Background: an optimization exercise with open tools, aiming at small area. Do not read the settings as production practice.
Where RTL was checked, it was by simulation tests only, not by an equivalence proof against the original.
Power is estimated from default activity; no workload was simulated.

==> 09-15: inputs <==
Design riscv_multicycle_top, start of the top module:
module riscv_multicycle_top
#(
	parameter int              CNT_W    = 32,
	parameter logic [XLEN-1:0] RESET_PC = '0
) (
	input  logic                                clk,
	input  logic                                rst,
	output logic [XLEN-1:0]                     pc,
	output logic                                inst_req_valid,
	input  logic                                inst_req_ready,
	input  logic [XLEN-1:0]                     instruction,
	input  logic                                inst_valid,
	output logic                                inst_ready,
	output logic [XLEN-1:0]                     mem_address,
	output logic                                mem_write,
	output logic [XLEN-1:0]                     write_data,
	output logic                                mem_read,
	input  logic                                mem_req_ready,
	input  logic [XLEN-1:0]                     read_data,
	input  logic                                read_data_valid,
	output logic                                read_data_ready,
	output logic                                retire_valid,
	output logic                                retire_wen,
	output logic [REG_ADDR_W-1:0]               retire_rd,
	output logic [XLEN-1:0]                     retire_data,
	output logic [XLEN-1:0]                     retire_pc,
	output logic [NUM_EVENTS-1:0][CNT_W-1:0]    perf_cnt
);
clock: 15.0 ns
lec_check: 0
abc_area: 1
cap_margin: 10
core_margin: 2
core_utilization: 55
cts_cluster_diameter: 80
cts_cluster_size: 28
slew_margin: 10
standard.sh (not shown) runs the stock make flow with config.mk's settings and CLKGATE_MAP_FILE= SYNTH_SCRIPT=/design/flow/synth_recipe.tcl, a recipe that flattens the netlist after the stock synthesis.
==> flow/flow/run.sh <==
#!/bin/bash
# Own layout flow: the standard layout (standard.sh), with two changes.
#  - Synthesis maps the combinational logic with an area-oriented ABC script
#    (flow/abc.script) instead of ORFS's. Flip-flops are mapped before ABC runs,
#    so they keep the standard synthesis's names and cells.
#  - Port buffers are sky130_fd_sc_hd__buf_1 cells (every port still gets one).
# Tool output: flow.log (make and the tools it runs); ORFS's per-step logs are
# under orfs/logs/.
set -euo pipefail
W=$(pwd)

# ORFS's synth.tcl with the ABC script swapped
sed -e "s#^source \$::env(SCRIPTS_DIR)/synth_preamble.tcl\$#&\nset abc_args [lreplace \$abc_args 1 1 $W/flow/abc.script]#" \
	"$FLOW_HOME/scripts/synth.tcl" > "$W/area_synth.tcl"
grep -q "flow/abc.script" "$W/area_synth.tcl"
# The standard flow's synthesis wrapper and layout command, pointed at it
sed -e "s#\$::env(SCRIPTS_DIR)/synth.tcl#$W/area_synth.tcl#" "$W/synth_recipe.tcl" > "$W/area_synth_recipe.tcl"
grep -q "area_synth.tcl" "$W/area_synth_recipe.tcl"
sed -e "s#SYNTH_SCRIPT=[^ ]*#SYNTH_SCRIPT=$W/area_synth_recipe.tcl#" "$W/standard.sh" > "$W/area_standard.sh"
grep -q "area_synth_recipe.tcl" "$W/area_standard.sh"

export BUFFER_PORTS_ARGS="-buffer_cell sky130_fd_sc_hd__buf_1"
bash "$W/area_standard.sh" finish > "$W/flow.log" 2>&1
==> flow/flow/abc.script <==
&get -n
&st
&dch -f
&nf -R 1000 -p -F 8 -C 32
&put
topo
stime -c
==> inputs of 07-27, as changes to 09-15 <==
--- a/flow/design.v
+++ b/flow/design.v
@@ -206,17 +206,26 @@
 	input  logic [REG_ADDR_W-1:0] raddr,
 	input  logic [XLEN-1:0]       wdata,
 	output logic [XLEN-1:0]       rdata
 );
 	logic [XLEN-1:0] regs [1:31];
 	logic [31:1] rsel;
+	logic [3:0] wlo;    
+	logic [7:0] whi;    
+	for (genvar j = 0; j < 4; j++) begin : g_wlo
+		assign wlo[j] = (waddr[1:0] == 2'(j));
+	end
+	for (genvar j = 0; j < 8; j++) begin : g_whi
+		assign whi[j] = wen & (waddr[4:2] == 3'(j));
+	end
 	for (genvar i = 1; i < 32; i++) begin : g_reg
-		always_ff @(posedge clk) begin
-			if (wen && waddr == REG_ADDR_W'(i))
-				regs[i] <= wdata;
-		end
+		logic wsel, keep;
+		assign wsel = whi[i / 4] & wlo[i % 4];
+		assign keep = ~wen | (waddr != REG_ADDR_W'(i));
+		always_ff @(posedge clk)
+			regs[i] <= ({XLEN{wsel}} & wdata) | ({XLEN{keep}} & regs[i]);
 		assign rsel[i] = (raddr == REG_ADDR_W'(i));
 	end
 	logic [XLEN-1:0] grp [0:10];
 	for (genvar j = 0; j < 11; j++) begin : g_grp
 		always_comb begin
 			grp[j] = '0;
@@ -363,26 +372,32 @@
 	);
 	logic br_cond, taken;
 	assign br_cond = (f3[2] ? (f3[1] ? ltu : lt) : eq) ^ f3[0];
 	assign taken   = is_jump | (is_branch & br_cond);
 	assign wdata = s_rdw ? read_data : alu_result;
 	assign wen = ~rst & ((s_ex & (is_jump | (~b6 & b4))) | (s_rdw & read_data_valid));
+	logic ld_ir, ld_a, ld_t, ld_pc;
+	logic kp_ir, kp_a, kp_t, kp_pc;
+	assign ld_ir = s_iw & inst_valid;
+	assign ld_a  = s_id;
+	assign ld_t  = s_ex;
+	assign ld_pc = s_if & inst_req_ready;
+	assign kp_ir = s_init | s_if | s_id | s_ex | s_ld | s_st | s_rdw | s_wb | ~inst_valid;
+	assign kp_a  = s_init | s_if | s_iw | s_ex | s_ld | s_st | s_rdw | s_wb;
+	assign kp_t  = s_init | s_if | s_iw | s_id | s_ld | s_st | s_rdw | s_wb;
+	assign kp_pc = s_init | s_iw | s_id | s_ex | s_ld | s_st | s_rdw | s_wb | ~inst_req_ready;
 	always_ff @(posedge clk) begin
-		if (s_iw & inst_valid)
-			ir <= instruction[31:2];
-		if (s_id)
-			op_a <= rdata;
-		if (s_ex)
-			taken_q <= br_cond;
-		if (s_if & inst_req_ready)
-			pc_q <= alu_sum[31:2];
+		ir      <= ({30{ld_ir}} & instruction[31:2]) | ({30{kp_ir}} & ir);
+		op_a    <= ({XLEN{ld_a}} & rdata) | ({XLEN{kp_a}} & op_a);
+		taken_q <= (ld_t & br_cond) | (kp_t & taken_q);
+		pc_q    <= ({30{ld_pc}} & alu_sum[31:2]) | ({30{kp_pc}} & pc_q);
 	end
 	always_ff @(posedge clk)
 		first <= rst | (first & ~(s_if & inst_req_ready));
+	assign s_init = first & ~s_if;
 	always_ff @(posedge clk) begin
-		s_init <= rst;
 		if (rst) begin
 			{s_if, s_iw, s_id, s_ex, s_ld, s_st, s_rdw, s_wb} <= '0;
 		end else begin
 			s_if  <= s_init | (s_if & ~inst_req_ready) | (s_ex & is_branch)
 				| (s_st & mem_req_ready) | s_wb;
 			s_iw  <= (s_if & inst_req_ready) | (s_iw & ~inst_valid);
--- a/flow/flow/run.sh
+++ b/flow/flow/run.sh
@@ -1,12 +1,13 @@
 #!/bin/bash
-# Own layout flow: the standard layout (standard.sh), with two changes.
+# Own layout flow: the standard layout (standard.sh), with three changes.
 #  - Synthesis maps the combinational logic with an area-oriented ABC script
 #    (flow/abc.script) instead of ORFS's. Flip-flops are mapped before ABC runs,
 #    so they keep the standard synthesis's names and cells.
 #  - Port buffers are sky130_fd_sc_hd__buf_1 cells (every port still gets one).
+#  - Clock tree synthesis inserts no dummy loads.
 # Tool output: flow.log (make and the tools it runs); ORFS's per-step logs are
 # under orfs/logs/.
 set -euo pipefail
 W=$(pwd)
 
 # ORFS's synth.tcl with the ABC script swapped
@@ -17,7 +18,9 @@
 sed -e "s#\$::env(SCRIPTS_DIR)/synth.tcl#$W/area_synth.tcl#" "$W/synth_recipe.tcl" > "$W/area_synth_recipe.tcl"
 grep -q "area_synth.tcl" "$W/area_synth_recipe.tcl"
 sed -e "s#SYNTH_SCRIPT=[^ ]*#SYNTH_SCRIPT=$W/area_synth_recipe.tcl#" "$W/standard.sh" > "$W/area_standard.sh"
 grep -q "area_synth_recipe.tcl" "$W/area_standard.sh"
 
 export BUFFER_PORTS_ARGS="-buffer_cell sky130_fd_sc_hd__buf_1"
+# ORFS's clock tree options with config.mk's clustering (28 sinks, 80 um), no dummy loads
+export CTS_ARGS="-sink_clustering_enable -repair_clock_nets -sink_clustering_size 28 -sink_clustering_max_diameter 80 -dont_use_dummy_load"
 bash "$W/area_standard.sh" finish > "$W/flow.log" 2>&1
==> flow/flow/abc.script (replaced) <==
&get -n
&st
&dch
&nf -R 1000 -p -F 8 -C 32
&put
topo
stime -c
Settings changed: CAP_MARGIN 10 to 5, CORE_UTILIZATION 55 to 72, SLEW_MARGIN 10 to 5.
==> inputs of 05-07, as changes to 09-15 <==
--- a/flow/design.v
+++ b/flow/design.v
@@ -115,68 +115,63 @@
 	input  logic            sub,      
 	input  logic            use_f3,   
 	input  logic [2:0]      f3,
 	input  logic            arith,    
 	output logic [XLEN-1:0] result,
 	output logic [XLEN-1:0] sum,
-	output logic            eq,       
+	output logic            eq,
 	output logic            lt,
 	output logic            ltu
 );
 	logic [XLEN:0]   sum_c;
-	logic [XLEN-1:0] p, g;
 	logic [XLEN-1:0] a_rev, sh_in, sh_r, sh_out;
 	logic [4:0]      shamt;
 	adder adder_inst (
 		.a   (a),
 		.b   (b ^ {XLEN{sub}}),
 		.cin (sub),
-		.s   (sum_c),
-		.p   (p),
-		.g   (g)
+		.s   (sum_c)
 	);
-	assign sum = sum_c[XLEN-1:0];
-	assign ltu = ~sum_c[XLEN];
-	assign lt  = (a[XLEN-1] ^ b[XLEN-1]) ? a[XLEN-1] : sum[XLEN-1];
-	assign eq  = &p;                 
+	assign sum   = sum_c[XLEN-1:0];
+	assign ltu   = ~sum_c[XLEN];
+	assign lt    = (a[XLEN-1] ^ b[XLEN-1]) ? a[XLEN-1] : sum[XLEN-1];
+	assign eq    = (a == b);
 	assign shamt = b[4:0];
 	always_comb
 		for (int i = 0; i < XLEN; i++)
 			a_rev[i] = a[XLEN-1-i];
 	assign sh_in = f3[2] ? a : a_rev;
 	assign sh_r  = XLEN'($signed({arith & f3[2] & a[XLEN-1], sh_in}) >>> shamt);
 	always_comb
 		for (int i = 0; i < XLEN; i++)
-			sh_out[i] = sh_r[XLEN-1-i];     
+			sh_out[i] = f3[2] ? sh_r[i] : sh_r[XLEN-1-i];
 	always_comb begin
 		if (!use_f3)
 			result = sum;
 		else begin
 			unique case (f3)
 				3'b000:  result = sum;
 				3'b001:  result = sh_out;
 				3'b010:  result = {{(XLEN-1){1'b0}}, lt};
 				3'b011:  result = {{(XLEN-1){1'b0}}, ltu};
-				3'b100:  result = p;         
-				3'b101:  result = sh_r;
-				3'b110:  result = p | g;     
-				default: result = g;         
+				3'b100:  result = a ^ b;
+				3'b101:  result = sh_out;
+				3'b110:  result = a | b;
+				default: result = a & b;
 			endcase
 		end
 	end
 endmodule
 module adder
 (
 	input  logic [XLEN-1:0] a,
 	input  logic [XLEN-1:0] b,
 	input  logic            cin,
-	output logic [XLEN:0]   s,
-	output logic [XLEN-1:0] p,
-	output logic [XLEN-1:0] g
+	output logic [XLEN:0]   s
 );
-	logic [XLEN-1:0] gg, pp, c;
+	logic [XLEN-1:0] p, g, gg, pp, c;
 	always_comb begin
 		p  = a ^ b;
 		g  = a & b;
 		gg = g;
 		pp = p;
 		gg[0] = g[0] | (p[0] & cin);
@@ -205,31 +200,24 @@
 	input  logic [REG_ADDR_W-1:0] waddr,
 	input  logic [REG_ADDR_W-1:0] raddr,
 	input  logic [XLEN-1:0]       wdata,
 	output logic [XLEN-1:0]       rdata
 );
 	logic [XLEN-1:0] regs [1:31];
-	logic [31:1] rsel;
 	for (genvar i = 1; i < 32; i++) begin : g_reg
 		always_ff @(posedge clk) begin
 			if (wen && waddr == REG_ADDR_W'(i))
 				regs[i] <= wdata;
 		end
-		assign rsel[i] = (raddr == REG_ADDR_W'(i));
 	end
-	logic [XLEN-1:0] grp [0:10];
-	for (genvar j = 0; j < 11; j++) begin : g_grp
-		always_comb begin
-			grp[j] = '0;
-			for (int k = 3*j; k < 3*j+3; k++)
-				if (k >= 1 && k <= 31)
-					grp[j] = grp[j] | ({XLEN{rsel[k]}} & regs[k]);
-		end
+	always_comb begin
+		rdata = '0;
+		for (int i = 1; i < 32; i++)
+			if (raddr == REG_ADDR_W'(i))
+				rdata = regs[i];
 	end
-	assign rdata = ((grp[0] | grp[1]) | (grp[2] | grp[3])) | ((grp[4] | grp[5]) | (grp[6] | grp[7]))
-		| ((grp[8] | grp[9]) | grp[10]);
 endmodule
 module perf_counter #(
 	parameter int CNT_W = 32,
 	parameter bit LATE  = 1'b0   
 ) (
 	input  logic             clk,
@@ -250,16 +238,14 @@
 		assign carry[0] = event_hit;
 		for (genvar i = 0; i < CNT_W; i++) begin : g_bit
 			assign carry[i+1] = carry[i] & count[i];
 			assign step[i] = carry[i];
 		end
 	end
-	for (genvar i = 0; i < CNT_W; i++) begin : g_d
-		always_ff @(posedge clk)
-			count[i] <= step[i] ? ~(count[i] | rst) : (count[i] & ~rst);
-	end
+	always_ff @(posedge clk)
+		count <= {CNT_W{~rst}} & (count ^ step);
 endmodule
 import rv_isa_pkg::*;
 import cpu_ctrl_pkg::*;
 module riscv_multicycle_top
 #(
 	parameter int              CNT_W    = 32,
@@ -290,13 +276,12 @@
 );
 	logic s_init, s_if, s_iw, s_id, s_ex, s_ld, s_st, s_rdw, s_wb;
 	logic [31:2] ir;
 	logic [31:2] pc_q;       
 	logic [XLEN-1:0] op_a;   
 	logic taken_q;           
-	logic first;             
 	logic b6, b5, b4, b3, b2;
 	assign {b6, b5, b4, b3, b2} = ir[6:2];
 	logic is_branch, is_jal, is_jalr, is_jump, is_load, is_store, is_mem;
 	logic is_lui, is_auipc, is_upper, is_op, is_alu;
 	assign is_branch = b6 & ~b2;
 	assign is_jump   = b6 & b2;
@@ -313,20 +298,25 @@
 	logic [2:0] f3;
 	logic [4:0] rd, rs1, rs2;
 	assign f3  = ir[14:12];
 	assign rd  = ir[11:7];
 	assign rs1 = ir[19:15];
 	assign rs2 = ir[24:20];
-	logic            fmt_i;
 	logic [XLEN-1:0] imm;
-	assign fmt_i = ~is_upper & ~is_store & ~is_branch & ~is_jal;
-	assign imm = ({XLEN{is_upper}}  & {ir[31:12], 12'b0})
-		| ({XLEN{is_store}}  & {{20{ir[31]}}, ir[31:25], ir[11:7]})
-		| ({XLEN{is_branch}} & {{20{ir[31]}}, ir[7], ir[30:25], ir[11:8], 1'b0})
-		| ({XLEN{is_jal}}    & {{12{ir[31]}}, ir[19:12], ir[20], ir[30:21], 1'b0})
-		| ({XLEN{fmt_i}}     & {{20{ir[31]}}, ir[31:20]});
+	always_comb begin
+		if (is_upper)
+			imm = {ir[31:12], 12'b0};
+		else if (is_store)
+			imm = {{20{ir[31]}}, ir[31:25], ir[11:7]};
+		else if (is_branch)
+			imm = {{20{ir[31]}}, ir[7], ir[30:25], ir[11:8], 1'b0};
+		else if (is_jal)
+			imm = {{12{ir[31]}}, ir[19:12], ir[20], ir[30:21], 1'b0};
+		else
+			imm = {{20{ir[31]}}, ir[31:20]};
+	end
 	logic [REG_ADDR_W-1:0] raddr;
 	logic [XLEN-1:0]       rdata, wdata;
 	logic                  wen;
 	assign raddr = s_id ? (is_lui ? 5'd0 : rs1) : (s_wb ? rd : rs2);
 	reg_file reg_file_inst (
 		.clk   (clk),
@@ -334,21 +324,18 @@
 		.waddr (rd),
 		.raddr (raddr),
 		.wdata (wdata),
 		.rdata (rdata)
 	);
 	logic [XLEN-1:0] alu_a, alu_b, alu_result, alu_sum;
-	logic            a_pc, a_op, b_reg, b_4, b_imm, alu_sub, eq, lt, ltu;
-	assign a_pc  = (s_if & ~first & ~is_jalr) | (s_ex & (is_auipc | is_jump));
-	assign a_op  = ~a_pc & ~(s_if & first);
+	logic            a_pc, b_reg, b_4, alu_sub, eq, lt, ltu;
+	assign a_pc  = (s_if & ~is_jalr) | (s_ex & (is_auipc | is_jump));
 	assign b_reg = s_ex & (is_op | is_branch);
-	assign b_4   = (s_if & ~first & ~is_jump & ~(is_branch & taken_q)) | (s_ex & is_jump);
-	assign b_imm = ~b_reg & ~b_4 & ~(s_if & first);
-	assign alu_a = ({XLEN{a_pc}} & {pc_q, 2'b00}) | ({XLEN{a_op}} & op_a);
-	assign alu_b = ({XLEN{b_reg}} & rdata) | ({XLEN{b_4}} & 32'd4) | ({XLEN{b_imm}} & imm)
-		| ({XLEN{s_if & first}} & RESET_PC);
+	assign b_4   = (s_if & ~is_jump & ~(is_branch & taken_q)) | (s_ex & is_jump);
+	assign alu_a = a_pc ? {pc_q, 2'b00} : op_a;
+	assign alu_b = b_reg ? rdata : (b_4 ? 32'd4 : imm);
 	assign alu_sub = s_ex & (is_branch
 		| (is_alu & ((f3[2:1] == 2'b01) | ((f3 == 3'b000) & b5 & ir[30]))));
 	alu alu_inst (
 		.a      (alu_a),
 		.b      (alu_b),
 		.sub    (alu_sub),
@@ -365,22 +352,33 @@
 	assign br_cond = (f3[2] ? (f3[1] ? ltu : lt) : eq) ^ f3[0];
 	assign taken   = is_jump | (is_branch & br_cond);
 	assign wdata = s_rdw ? read_data : alu_result;
 	assign wen = ~rst & ((s_ex & (is_jump | (~b6 & b4))) | (s_rdw & read_data_valid));
 	always_ff @(posedge clk) begin
 		if (s_iw & inst_valid)
-			ir <= instruction[31:2];
+			ir[31:7] <= instruction[31:7];
+		if (s_iw & inst_valid)
+			ir[5:2] <= instruction[5:2];
 		if (s_id)
 			op_a <= rdata;
 		if (s_ex)
 			taken_q <= br_cond;
-		if (s_if & inst_req_ready)
+	end
+	always_ff @(posedge clk) begin
+		if (rst)
+			ir[6] <= 1'b0;
+		else if (s_iw & inst_valid)
+			ir[6] <= instruction[6];
+	end
+	localparam logic [XLEN-1:0] PC_BEFORE_RESET = RESET_PC - XLEN'(4);
+	always_ff @(posedge clk) begin
+		if (rst)
+			pc_q <= PC_BEFORE_RESET[31:2];
+		else if (s_if & inst_req_ready)
 			pc_q <= alu_sum[31:2];
 	end
-	always_ff @(posedge clk)
-		first <= rst | (first & ~(s_if & inst_req_ready));
 	always_ff @(posedge clk) begin
 		s_init <= rst;
 		if (rst) begin
 			{s_if, s_iw, s_id, s_ex, s_ld, s_st, s_rdw, s_wb} <= '0;
 		end else begin
 			s_if  <= s_init | (s_if & ~inst_req_ready) | (s_ex & is_branch)
==> flow/run.sh (new file) <==
#!/bin/bash
# synth_recipe.tcl (not shown) runs the flow's synth.tcl, then flattens the netlist and writes it again
# the make line also repeats each setting of config.mk as NAME=value (left out here)
make -C /OpenROAD-flow-scripts/flow DESIGN_CONFIG=/design/flow/config.mk WORK_HOME=/design/flow/orfs CLKGATE_MAP_FILE= SYNTH_SCRIPT=/design/flow/synth_recipe.tcl finish
Settings changed: CAP_MARGIN 10 to 20, CORE_UTILIZATION 55 to 40, CTS_CLUSTER_DIAMETER 80 to not set, CTS_CLUSTER_SIZE 28 to not set, SLEW_MARGIN 10 to 20.
removed: flow/flow/run.sh
removed: flow/flow/abc.script
removed: flow/standard.sh
==> summary of the runs <==
Hold slack: 09-15 > 07-27 > 05-07. Synthesized cell count: 09-15 is lower than 05-07 (about 34%). Core utilization: 07-27 > 09-15 > 05-07. In flip-flop and latch count, 05-07 and 07-27 do not differ. Clock power, highest first: 05-07, 09-15, 07-27. Via count, highest first: 07-27, 05-07, 09-15. Between 07-27 and 05-07, the lower clock skew is in 05-07 (gap 0.049 ns). Final cell count: 09-15 < 07-27 < 05-07. Worst setup slack, highest first: 09-15, 07-27, 05-07. Sequential share of layout area: 09-15 > 05-07 > 07-27. Synthesized area, highest first: 05-07, 09-15, 07-27.
==> figures <==
quantity	07-27	05-07	09-15
Result of the run	no timing/DRC/antenna violations	no timing/DRC/antenna violations	no timing/DRC/antenna violations
Sequential group share of total power	0.493	0.476	0.619
Pin count of the biggest net entering global routing	91	74	217
Power consumed by the clock network	1.74 mW	3.52 mW	1.94 mW
Synth unique cells	55	64	51
Worst-path maximum fanout	39	36	43
Internal power	4.89 mW	6.54 mW	5.12 mW
Setup slack of the critical path after layout	1.16 ns	1.10 ns	1.31 ns
Length of the first detailed-routing pass in iterations	10	6	9
Mux cell area share after synthesis	0.0158	0.000669	0.0161
Number of stages on the worst setup path	27	43	28
Combinational cell power	2.13 mW	1.10 mW	627 µW
Cell with the most instances after synthesis	dfxtp_1	nand2_1	edfxtp_1
Met2 global-route usage	0.681	0.395	0.493
Dominant cell type by area after synthesis	dfxtp_1	edfxtp_1	edfxtp_1
Adder-cell share of the synthesized area	0.0218	0.0704	0.0212
Ratio of total power to cell area	133 mW/mm²	123 mW/mm²	113 mW/mm²
Post-synthesis simple-gate area fraction	0.148	0.176	0.0883
Fin nets	6,494	6,429	4,449
Initial detailed-routing violation count	7,963	4,547	5,088
Overall Global Routing Usage	0.447	0.256	0.309
RR Endpoint	g_perf[7].perf_counter_inst.count[31]	g_perf[7].perf_counter_inst.count[27]	g_perf[7].perf_counter_inst.count[27]
Hold path startpoint	reg_file_inst.regs[13][22]	g_perf[0].perf_counter_inst.count[0]	g_perf[0].perf_counter_inst.count[0]
Only the layout flow was run in 09-15 and 05-07; the RTL was not checked for function there.

[what the ideal ports hide]
The flow's constraints put no driver on any port. The routed layouts listed below were extracted and timed again, unchanged, in two steps. Step 1 (the two cells are an assumption about what drives the block):
set clk [get_ports {clk}]
set_driving_cell -lib_cell sky130_fd_sc_hd__clkbuf_16 $clk
set_driving_cell -lib_cell sky130_fd_sc_hd__buf_2 [delete_from_list [all_inputs] $clk]
Step 2 adds t to the input delays and takes it off the output delays; t is the mean of the earliest and latest rising clock arrival at the registers after step 1. Input paths then give back, and output paths get back, about the clock's delay inside the block. Three values: ideal, step 1, step 2; two values: the first two.
run	shift t [ns]	setup slack, ns	hold slack, ns	worst setup path after step 2	cell pins on the clock port's net
09-15	0.788	1.309 / 1.231 / 1.622	0.489 / 0.489 / 0.489	register to register	1
07-27	0.692	1.162 / 1.102 / 1.794	0.462 / 0.462 / 0.462	register to output	1
05-07	0.865	1.099 / 1.021 / 1.886	0.444 / 0.444 / 0.444	register to output	1
After both steps setup and hold are still met in every run listed.
